Context: an optimization exercise on an open-source flow, tuned for small area and a short achievable clock period. The choices shown serve that exercise and are no tape-out recipe. Where RTL was checked, it was by simulation tests only, not by an equivalence proof against the original. Power is estimated from default activity; no workload was simulated.

## the reference run
// bbox_top
module bbox_top #(
    parameter int SIGFIG     = 24,
    parameter int RADIX      = 10,
    parameter int PIPE_DEPTH = 3
) (
    input  logic                clk,
    input  logic                rst_n,
    input  logic [9*SIGFIG-1:0] tri_in,
    input  logic [3*SIGFIG-1:0] color_in,
    input  logic                valid_in,
    input  logic                halt,
    input  logic [2*SIGFIG-1:0] screen,
    input  logic [3:0]          subsample,
    output logic [9*SIGFIG-1:0] tri_out,
    output logic [3*SIGFIG-1:0] color_out,
    output logic [4*SIGFIG-1:0] box_out,
    output logic                valid_out
);
==> flow/config.mk <==
export PLATFORM = sky130hd
export DESIGN_NAME = bbox_top
export DESIGN_NICKNAME = bbox_top
export VERILOG_FILES = /design/flow/design.v
export SDC_FILE = /design/flow/constraint.sdc
export NUM_CORES = 4
export LEC_CHECK = 0
export ABC_CLOCK_PERIOD_IN_PS = 4000
export CAP_MARGIN = 20
export CORE_MARGIN = 2
export CORE_UTILIZATION = 45
export CTS_CLUSTER_DIAMETER = 80
export CTS_CLUSTER_SIZE = 25
export SLEW_MARGIN = 20
export SYNTH_HIERARCHICAL = 1
==> flow/constraint.sdc <==
create_clock -name core_clock -period 15.0 [get_ports {clk}]
set_input_delay 3.0000 -clock core_clock [delete_from_list [all_inputs] [get_ports {clk}]]
set_output_delay 3.0000 -clock core_clock [all_outputs]
set_load 0.01 [all_outputs]
standard.sh (not shown) runs the stock make flow with config.mk's settings and CLKGATE_MAP_FILE= SYNTH_SCRIPT=/design/flow/synth_recipe.tcl, a recipe that flattens the netlist after the stock synthesis.
==> flow/flow/run.sh <==
#!/bin/bash
# The standard layout (standard.sh, synthesis unchanged), with three changes:
#  - every port still gets its buffer, but a plain buf_1 rather than the delay
#    buffer buffer_ports picks by default; timing repair resizes it as needed
#  - timing repair up to clock tree synthesis is asked to leave extra setup
#    slack, so the resizer works on the paths that set the achieved period
#  - after global routing, timing repair only fixes real violations
set -euo pipefail
PORTS="BUFFER_PORTS_ARGS=-buffer_cell sky130_fd_sc_hd__buf_1"
bash standard.sh SETUP_SLACK_MARGIN=11.1 TNS_END_PERCENT=30 "$PORTS" cts > make_cts.log 2>&1
bash standard.sh "$PORTS" finish > make_finish.log 2>&1
Modified inputs, the trial run compared to the reference run
- swapping 45 for 55 in CORE_UTILIZATION
## What came out
Utilization the reference run -> the trial run: up. Total number of vias was higher in the reference run than in the trial run. The reference run → the trial run: worst-margin pin slew dropped 83 ps, worst slack at placement climbed 220 ps, global-route track usage on met2 climbed 9.7 points, flop-to-flop setup slack climbed 210 ps, area of the die dropped 18%.
No run of this note included a check of the RTL's function; only the layout flow was run.

== P ==
Another version of the RTL of bbox_top (not shown whole).
Size: about 6400 cells after synthesis, ~730 I/O pins, roughly 86000 µm² of cells after synthesis.
clock: 15.0 ns
lec_check: 0
abc_clock_period_in_ps: 4000
cap_margin: 20
core_margin: 2
core_utilization: 50
cts_cluster_diameter: 80
cts_cluster_size: 25
slew_margin: 20
synth_hierarchical: 1
==> flow/flow/run.sh <==
#!/bin/bash
# The standard layout (standard.sh, synthesis unchanged), with two changes:
#  - every port still gets its buffer, but a plain buf_1 rather than the delay
#    buffer buffer_ports picks by default; timing repair resizes it as needed
#  - timing repair is asked to leave extra setup slack, so the resizer works
#    on the paths that set the achieved period
set -euo pipefail
bash standard.sh SETUP_SLACK_MARGIN=10.9 TNS_END_PERCENT=30 \
    "BUFFER_PORTS_ARGS=-buffer_cell sky130_fd_sc_hd__buf_1" finish > make_finish.log 2>&1
For Q, these inputs were changed with respect to P:
# P
export LEC_CHECK = 0
export ABC_CLOCK_PERIOD_IN_PS = 4000
export CAP_MARGIN = 20
export CORE_MARGIN = 2
export CORE_UTILIZATION = 50
export CTS_CLUSTER_DIAMETER = 80
export CTS_CLUSTER_SIZE = 25
export SLEW_MARGIN = 20
export SYNTH_HIERARCHICAL = 1
create_clock -name core_clock -period 15.0 [get_ports {clk}]
# Q
export LEC_CHECK = 0
export ABC_CLOCK_PERIOD_IN_PS = 4000
export CAP_MARGIN = 20
export CORE_MARGIN = 2
export CORE_UTILIZATION = 45
export CTS_CLUSTER_DIAMETER = 80
export CTS_CLUSTER_SIZE = 25
export SLEW_MARGIN = 20
export SYNTH_HIERARCHICAL = 1
create_clock -name core_clock -period 15.0 [get_ports {clk}]
--- a/flow/flow/run.sh
+++ b/flow/flow/run.sh
@@ -7,3 +7,3 @@
 set -euo pipefail
-bash standard.sh SETUP_SLACK_MARGIN=10.9 TNS_END_PERCENT=30 \
+bash standard.sh SETUP_SLACK_MARGIN=11.1 TNS_END_PERCENT=50 \
     "BUFFER_PORTS_ARGS=-buffer_cell sky130_fd_sc_hd__buf_1" finish > make_finish.log 2>&1
Notes after the runs:
[diff] total length of routed wires, Q relative to P: regression
Number of post-CTS setup repair buffers, Q and P: lower on P
Compared with P, in Q overall fraction of global-route tracks in use went down 2.7 points, first-pass GRT wire length held steady, total die area rose 11%.

Starting RTL as in the previous note.
==> flow/config.mk <==
export PLATFORM = sky130hd
export DESIGN_NAME = bbox_top
export DESIGN_NICKNAME = bbox_top
export VERILOG_FILES = /design/flow/design.v
export SDC_FILE = /design/flow/constraint.sdc
export NUM_CORES = 4
export LEC_CHECK = 0
export ABC_CLOCK_PERIOD_IN_PS = 4000
export CAP_MARGIN = 20
export CORE_MARGIN = 2
export CORE_UTILIZATION = 50
export CTS_CLUSTER_DIAMETER = 80
export CTS_CLUSTER_SIZE = 25
export SLEW_MARGIN = 20
export SYNTH_HIERARCHICAL = 1
==> flow/constraint.sdc <==
create_clock -name core_clock -period 15.0 [get_ports {clk}]
set_input_delay 3.0000 -clock core_clock [delete_from_list [all_inputs] [get_ports {clk}]]
set_output_delay 3.0000 -clock core_clock [all_outputs]
set_load 0.01 [all_outputs]
==> flow/flow/run.sh <==
#!/bin/bash
# The standard layout (standard.sh, synthesis unchanged), with two changes:
#  - every port still gets its buffer, but a plain buf_1 rather than the delay
#    buffer buffer_ports picks by default; timing repair resizes it as needed
#  - timing repair is asked to leave extra setup slack, so the resizer works
#    on the paths that set the achieved period
set -euo pipefail
bash standard.sh SETUP_SLACK_MARGIN=11.1 TNS_END_PERCENT=30 \
    "BUFFER_PORTS_ARGS=-buffer_cell sky130_fd_sc_hd__buf_1" finish > make_finish.log 2>&1
The first run passed the timing, DRC and antenna checks.
Edit:
--- a/flow/flow/run.sh
+++ b/flow/flow/run.sh
@@ -6,4 +6,4 @@
 #    on the paths that set the achieved period
 set -euo pipefail
-bash standard.sh SETUP_SLACK_MARGIN=11.1 TNS_END_PERCENT=30 \
+bash standard.sh SETUP_SLACK_MARGIN=10.9 TNS_END_PERCENT=15 \
     "BUFFER_PORTS_ARGS=-buffer_cell sky130_fd_sc_hd__buf_1" finish > make_finish.log 2>&1
The changed run went through all stages and came out clean.
Global-route usage went down by 0.17 points.
Clock skew barely changes.
Critical path depth does not change.
Wire length hardly moves.
Worst hold slack hardly moves.
Sequential share of layout area rose by 0.46 points.
First-iteration DRC count falls by 0.41%.
Edit:
--- a/flow/flow/run.sh
+++ b/flow/flow/run.sh
@@ -6,4 +6,4 @@
 #    on the paths that set the achieved period
 set -euo pipefail
-bash standard.sh SETUP_SLACK_MARGIN=10.9 TNS_END_PERCENT=15 \
+bash standard.sh SETUP_SLACK_MARGIN=11.3 TNS_END_PERCENT=30 \
     "BUFFER_PORTS_ARGS=-buffer_cell sky130_fd_sc_hd__buf_1" finish > make_finish.log 2>&1
Fmax barely changes; synthesized area does not change; die area stays the same; total power grows by 0.60%; clock skew stays flat; non-clock buffer count grows by 104; utilization increases by 2.5 points.

Another version of the RTL of bbox_top (not shown whole).
Size in the first run: ~6400 cells after synthesis, roughly 730 I/O pins, roughly 86000 µm² of cells after synthesis.
export LEC_CHECK = 0
export ABC_CLOCK_PERIOD_IN_PS = 4000
export CAP_MARGIN = 20
export CORE_MARGIN = 2
export CORE_UTILIZATION = 55
export CTS_CLUSTER_DIAMETER = 80
export CTS_CLUSTER_SIZE = 25
export SLEW_MARGIN = 20
export SYNTH_HIERARCHICAL = 1
create_clock -name core_clock -period 15.0 [get_ports {clk}]
==> flow/flow/run.sh <==
#!/bin/bash
# The standard layout (standard.sh, synthesis unchanged), with two changes:
#  - every port still gets its buffer, but a plain buf_1 rather than the delay
#    buffer buffer_ports picks by default; timing repair resizes it as needed
#  - timing repair is asked to leave extra setup slack, so the resizer works
#    on the paths that set the achieved period
set -euo pipefail
bash standard.sh SETUP_SLACK_MARGIN=11.1 TNS_END_PERCENT=30 \
    "BUFFER_PORTS_ARGS=-buffer_cell sky130_fd_sc_hd__buf_1" finish > make_finish.log 2>&1
Change:
==> flow/flow/run.sh (replaced) <==
#!/bin/bash
# The standard layout (standard.sh, synthesis unchanged), with three changes:
#  - every port still gets its buffer, but a plain buf_1 rather than the delay
#    buffer buffer_ports picks by default; timing repair resizes it as needed
#  - timing repair up to clock tree synthesis is asked to leave extra setup
#    slack, so the resizer works on the paths that set the achieved period
#  - after global routing, timing repair only fixes real violations
set -euo pipefail
PORTS="BUFFER_PORTS_ARGS=-buffer_cell sky130_fd_sc_hd__buf_1"
bash standard.sh SETUP_SLACK_MARGIN=11.1 TNS_END_PERCENT=30 "$PORTS" cts > make_cts.log 2>&1
bash standard.sh "$PORTS" finish > make_finish.log 2>&1
The changed run ran to the end with no violations; maximum frequency fell by 0.36%; global-route usage stays the same; design area fell by 1.6%.
No functional check of the RTL was part of any run of this note.

bbox_top, a different RTL version from the one above (not shown whole).
Size in the first run: roughly 6,700 cells after synthesis, ~1,300 flip-flops, ~730 I/O pins, about 82,000 sq um of cells after synthesis.
export LEC_CHECK = 0
export ABC_CLOCK_PERIOD_IN_PS = 4000
export CAP_MARGIN = 20
export CORE_MARGIN = 2
export CORE_UTILIZATION = 45
export SLEW_MARGIN = 20
create_clock -name core_clock -period 15.0 [get_ports {clk}]
==> flow/flow/run.sh <==
#!/bin/bash
# Standard layout, with timing repair asked to leave extra setup slack so the
# resizer works on the paths that set the achieved period.
set -euo pipefail
bash standard.sh SETUP_SLACK_MARGIN=10.6 TNS_END_PERCENT=30 finish > make_finish.log 2>&1
The first run passed the timing, DRC and antenna checks.
Rerun with:
==> flow/run.sh (new file) <==
#!/bin/bash
# synth_recipe.tcl (not shown) runs the flow's synth.tcl, then flattens the netlist and writes it again
# the make line also repeats each setting of config.mk as NAME=value (left out here)
make -C /OpenROAD-flow-scripts/flow DESIGN_CONFIG=/design/flow/config.mk WORK_HOME=/design/flow/orfs CLKGATE_MAP_FILE= SYNTH_SCRIPT=/design/flow/synth_recipe.tcl finish
removed: flow/flow/run.sh
removed: flow/standard.sh
The changed run finished clean.
Cell area falls by a few percent.
Synthesized area does not change.
Total power fell by a few percent.
Critical path depth fell by 8.
Global-route usage drops by 0.38 points.
Routed wire length is lower by a few percent.
Clock skew hardly moves.
Worst setup slack loses 1300 ps.
Register-to-register slack got worse by 900 ps.

-- what the ideal ports hide --
How much do the figures lean on ideal ports? The routed layouts below were timed once more, with nothing changed but the port constraints. Step 1, drivers: a clkbuf_16 drives clk and a buf_2 each remaining input, both assumed. Step 2 adds t to the input delays and takes it off the output delays; t is the mean of the earliest and latest rising clock arrival at the registers after step 1. Input paths then give back, and output paths get back, about the clock's delay inside the block. Slacks: ideal ports / drivers / drivers and shift; pairs: ideal ports / drivers.
run	t (ns)	setup slack, ns	pins driven straight from the clock port
the reference run	0.827	10.399 / 10.399 / 9.625	1
the trial run	0.807	10.607 / 10.543 / 9.868	1
P	0.829	10.624 / 10.543 / 9.980	1
Q	0.820	10.531 / 10.447 / 10.166	1
the first run of note 3	0.829	10.629 / 10.547 / 9.957	1
the second run of note 3	0.830	10.622 / 10.540 / 9.915	1
the third run of note 3	0.831	10.625 / 10.544 / 10.116	1
the first run of note 4	0.809	10.554 / 10.467 / 9.995	1
the second run of note 4	0.814	10.538 / 10.465 / 9.742	1
the first run of note 5	0.876	10.247 / 10.219 / 9.343	1
the second run of note 5	0.871	8.915 / 8.941 / 8.070	1
After both steps every run listed still meets setup and hold. For the first run of note 5, which loses most, drivers alone change the setup slack by -0.028 ns; drivers and shift together by -0.904 ns.
